Background: an optimization exercise with open tools, aiming at small area, a short achievable clock period and few clock cycles. Do not read the settings as production practice. In this exercise RTL edits were held to simulation tests only and were not proved equivalent to the original. Power figures rest on the tool's default switching activity, not on a simulated workload.

==> flow/design.v <==
`timescale 1ns/1ps
`default_nettype none
module reg_file (
    input  wire        clock,
    input  wire        reset,
    input  wire [4:0]  rd_addr_a,
    input  wire [4:0]  rd_addr_b,
    input  wire        wr_en,
    input  wire [4:0]  wr_addr,
    input  wire [31:0] wr_data,
    output logic [31:0] rd_data_a,
    output logic [31:0] rd_data_b
);
    logic [31:0] regs [1:31];
    logic [31:1] valid;
    always_ff @(posedge clock or posedge reset) begin
        if (reset) begin
            valid <= '0;
        end else if (wr_en && wr_addr != 5'd0) begin
            valid[wr_addr] <= 1'b1;
        end
    end
    always_ff @(posedge clock) begin
        if (wr_en && wr_addr != 5'd0) begin
            regs[wr_addr] <= wr_data;
        end
    end
    logic [31:1] sel_a;
    logic [31:1] sel_b;
    always_comb begin
        rd_data_a = 32'd0;
        rd_data_b = 32'd0;
        for (int i = 1; i < 32; i++) begin
            sel_a[i]  = (rd_addr_a == 5'(i)) && valid[i];
            sel_b[i]  = (rd_addr_b == 5'(i)) && valid[i];
            rd_data_a = rd_data_a | (regs[i] & {32{sel_a[i]}});
            rd_data_b = rd_data_b | (regs[i] & {32{sel_b[i]}});
        end
    end
endmodule
`default_nettype wire
`timescale 1ns/1ps
`default_nettype none
module mips_core #(
    parameter [31:0] RESET_PC = 32'h0000_0000
) (
    input  wire         clock,
    input  wire         reset,
    output logic [31:0] pc,
    input  wire  [31:0] inst,
    output logic        mem_read,
    output logic        mem_write,
    output logic [31:0] addr,
    output logic [31:0] din,
    input  wire  [31:0] dout
);
    logic [31:2] pc_q;
    logic [5:0]  opcode;
    logic [5:0]  funct;
    logic [4:0]  rs;
    logic [4:0]  rt;
    logic [4:0]  rd;
    logic [31:0] imm_ext;
    assign opcode  = inst[31:26];
    assign rs      = inst[25:21];
    assign rt      = inst[20:16];
    assign rd      = inst[15:11];
    assign funct   = inst[5:0];
    assign imm_ext = {{16{inst[15]}}, inst[15:0]};
    logic is_rtype, is_add, is_sub, is_and, is_or, is_slt;
    logic is_addi, is_lw, is_sw, is_beq;
    logic d_reg_write;
    logic [4:0] d_dest;
    logic d_use_imm;
    logic d_sub;
    assign is_rtype = (opcode == 6'h00);
    assign is_add   = is_rtype && (funct == 6'h20);
    assign is_sub   = is_rtype && (funct == 6'h22);
    assign is_and   = is_rtype && (funct == 6'h24);
    assign is_or    = is_rtype && (funct == 6'h25);
    assign is_slt   = is_rtype && (funct == 6'h2a);
    assign is_addi  = (opcode == 6'h08);
    assign is_lw    = (opcode == 6'h23);
    assign is_sw    = (opcode == 6'h2b);
    assign is_beq   = (opcode == 6'h04);
    assign d_dest      = is_rtype ? rd : rt;
    assign d_reg_write = (is_add || is_sub || is_and || is_or || is_slt || is_addi || is_lw)
                      && (d_dest != 5'd0);
    assign d_use_imm   = is_addi || is_lw || is_sw;
    assign d_sub       = is_sub || is_slt;
    logic        x_valid;       
    logic        x_reg_write;
    logic        x_lw;
    logic        x_sw;
    logic        x_beq;
    logic        x_pred;        
    logic [4:0]  x_dest;
    logic        x_sub;         
    logic [1:0]  x_sel;         
    logic [31:0] x_a;
    logic [31:0] x_b;           
    logic [31:0] x_sd;          
    logic [31:2] x_alt_pc;      
    logic [31:0] alu;           
    logic        m_reg_write;
    logic        m_lw;
    logic        m_sw;
    logic [4:0]  m_dest;
    logic [31:0] m_res;
    logic [31:0] m_sd;
    logic [31:0] m_result;      
    assign m_result = m_lw ? dout : m_res;
    logic [31:0] rf_a;
    logic [31:0] rf_b;
    reg_file i_reg_file (
        .clock     (clock),
        .reset     (reset),
        .rd_addr_a (rs),
        .rd_addr_b (rt),
        .wr_en     (m_reg_write),
        .wr_addr   (m_dest),
        .wr_data   (m_result),
        .rd_data_a (rf_a),
        .rd_data_b (rf_b)
    );
    logic        x_wr_live;
    logic        fwd_x_a;
    logic        fwd_x_b;
    logic [31:0] rs_val;
    logic [31:0] rt_val;
    assign x_wr_live = x_valid && x_reg_write;
    assign fwd_x_a   = x_wr_live && x_dest == rs;
    assign fwd_x_b   = x_wr_live && x_dest == rt;
    assign rs_val = fwd_x_a ? alu
                  : (m_reg_write && m_dest == rs) ? m_result : rf_a;
    assign rt_val = fwd_x_b ? alu
                  : (m_reg_write && m_dest == rt) ? m_result : rf_b;
    logic stall;
    assign stall = x_valid && x_lw && x_reg_write && (x_dest == rs || x_dest == rt);
    logic        pred;
    logic [31:2] pc_plus_4;
    logic [31:2] target;
    logic        mispredict;
    assign pred      = is_beq && inst[15] && !stall;
    assign pc_plus_4 = pc_q + 30'd1;
    assign target    = pc_plus_4 + imm_ext[29:0];
    always_ff @(posedge clock or posedge reset) begin
        if (reset) begin
            pc_q <= RESET_PC[31:2];
        end else if (mispredict) begin
            pc_q <= x_alt_pc;
        end else if (!stall) begin
            pc_q <= pred ? target : pc_plus_4;
        end
    end
    assign pc = {pc_q, 2'b00};
    always_ff @(posedge clock or posedge reset) begin
        if (reset) begin
            x_valid <= 1'b0;
        end else begin
            x_valid <= !mispredict && !stall;
        end
    end
    always_ff @(posedge clock) begin
        x_reg_write <= d_reg_write;
        x_lw        <= is_lw;
        x_sw        <= is_sw;
        x_beq       <= is_beq;
        x_pred      <= pred;
        x_dest      <= d_dest;
        x_sub       <= d_sub;
        x_sel       <= is_and ? 2'd1 : is_or ? 2'd2 : is_slt ? 2'd3 : 2'd0;
        x_a         <= rs_val;
        x_b         <= d_use_imm ? imm_ext : (d_sub ? ~rt_val : rt_val);
        x_sd        <= rt_val;
        x_alt_pc    <= pred ? pc_plus_4 : target;
    end
    logic [31:0] sum;
    logic        lt;
    assign sum = x_a + x_b + {31'd0, x_sub};
    assign lt  = (x_a[31] == x_b[31]) ? x_a[31] : sum[31];
    always_comb begin
        case (x_sel)
            2'd1:    alu = x_a & x_b;
            2'd2:    alu = x_a | x_b;
            2'd3:    alu = {31'd0, lt};
            default: alu = sum;
        endcase
    end
    assign mispredict = x_valid && x_beq && ((x_a == x_b) != x_pred);
    always_ff @(posedge clock or posedge reset) begin
        if (reset) begin
            m_reg_write <= 1'b0;
            m_lw        <= 1'b0;
            m_sw        <= 1'b0;
        end else begin
            m_reg_write <= x_valid && x_reg_write;
            m_lw        <= x_valid && x_lw;
            m_sw        <= x_valid && x_sw;
        end
    end
    always_ff @(posedge clock) begin
        m_dest <= x_dest;
        m_res  <= alu;
        m_sd   <= x_sd;
    end
    assign mem_read  = m_lw;
    assign mem_write = m_sw;
    assign addr      = m_res;
    assign din       = m_sd;
endmodule
`default_nettype wire
export LEC_CHECK = 0
export ABC_CLOCK_PERIOD_IN_PS = 3000
export CAP_MARGIN = 20
export CORE_MARGIN = 2
export CORE_UTILIZATION = 22
export PLACE_DENSITY = 0.35
export SETUP_SLACK_MARGIN = 4
export SLEW_MARGIN = 20
create_clock -name core_clock -period 7.5 [get_ports {clock}]
standard.sh (not shown) runs the stock make flow with config.mk's settings and CLKGATE_MAP_FILE= SYNTH_SCRIPT=/design/flow/synth_recipe.tcl, a recipe that flattens the netlist after the stock synthesis.
==> flow/flow/run.sh <==
#!/bin/bash
# Own layout flow: the standard ORFS flow (standard.sh), all steps and the
# standard synthesis, with two changes passed as make variables:
#  - the port buffers are buf_4 instead of the delay cell buffer_ports picks;
#  - CTS inserts no dummy loads.
# The make output goes to flow_make.log; each ORFS step logs under orfs/logs/.
set -euo pipefail
bash standard.sh \
  "BUFFER_PORTS_ARGS=-buffer_cell sky130_fd_sc_hd__buf_4" \
  "CTS_ARGS=-sink_clustering_enable -repair_clock_nets -dont_use_dummy_load" \
  finish > flow_make.log 2>&1
Testbench counts at the start, summed over its fixed seeds: cycles 176,560.
==> next run, changes <==
==> flow/flow/run.sh (replaced) <==
#!/bin/bash
# Own layout flow: the standard ORFS flow (standard.sh), all steps and the
# standard synthesis, with two changes passed as make variables:
#  - the port buffers start as buf_1 instead of the delay cell buffer_ports
#    picks (repair resizes them where timing needs it);
#  - CTS uses clkbuf_8 only and inserts no dummy loads.
# The make output goes to flow_make.log; each ORFS step logs under orfs/logs/.
set -euo pipefail
bash standard.sh \
  "BUFFER_PORTS_ARGS=-buffer_cell sky130_fd_sc_hd__buf_1" \
  "CTS_ARGS=-sink_clustering_enable -repair_clock_nets -dont_use_dummy_load -buf_list sky130_fd_sc_hd__clkbuf_8" \
  finish > flow_make.log 2>&1
Settings changed: CORE_UTILIZATION 22 to 30, PLACE_DENSITY 0.35 to 0.45.
Outcome: The changed run finished clean. Combinational power fell by about 6%. Power fell by 8.4%. Die area fell by 26%. Cell count fell by 11%. Design area fell by 4.6%. Maximum frequency fell by 0.95%. Routed wire length fell by 6.8%. Sequential power barely changes. Area after synthesis is unchanged.

[afterwards: timing with drivers on the ports]
The results above use ideal ports. As a check the final layouts listed here were re-extracted and re-timed, cells and wires unchanged.
Step 1, drivers: a clkbuf_16 drives clock and a buf_2 each remaining input, both assumed.
Step 2, shift: input delay + t, output delay - t, t = (earliest + latest rising clock arrival at the registers) / 2. This alone moves slack from input paths to output paths.
a / b / c = ideal / step 1 / step 2; a / b = the first two.
run | t, ns | slack for setup (ns) | worst data-port slew with drivers (ns)
the first run | 0.893 | 3.864 / 3.810 / 2.917 | 0.33
the second run | 1.028 | 3.829 / 3.821 / 2.793 | 0.12
After both steps setup and hold are still met in every run listed. For the second run, which loses most, drivers alone change the setup slack by -0.008 ns; drivers and shift together by -1.036 ns.
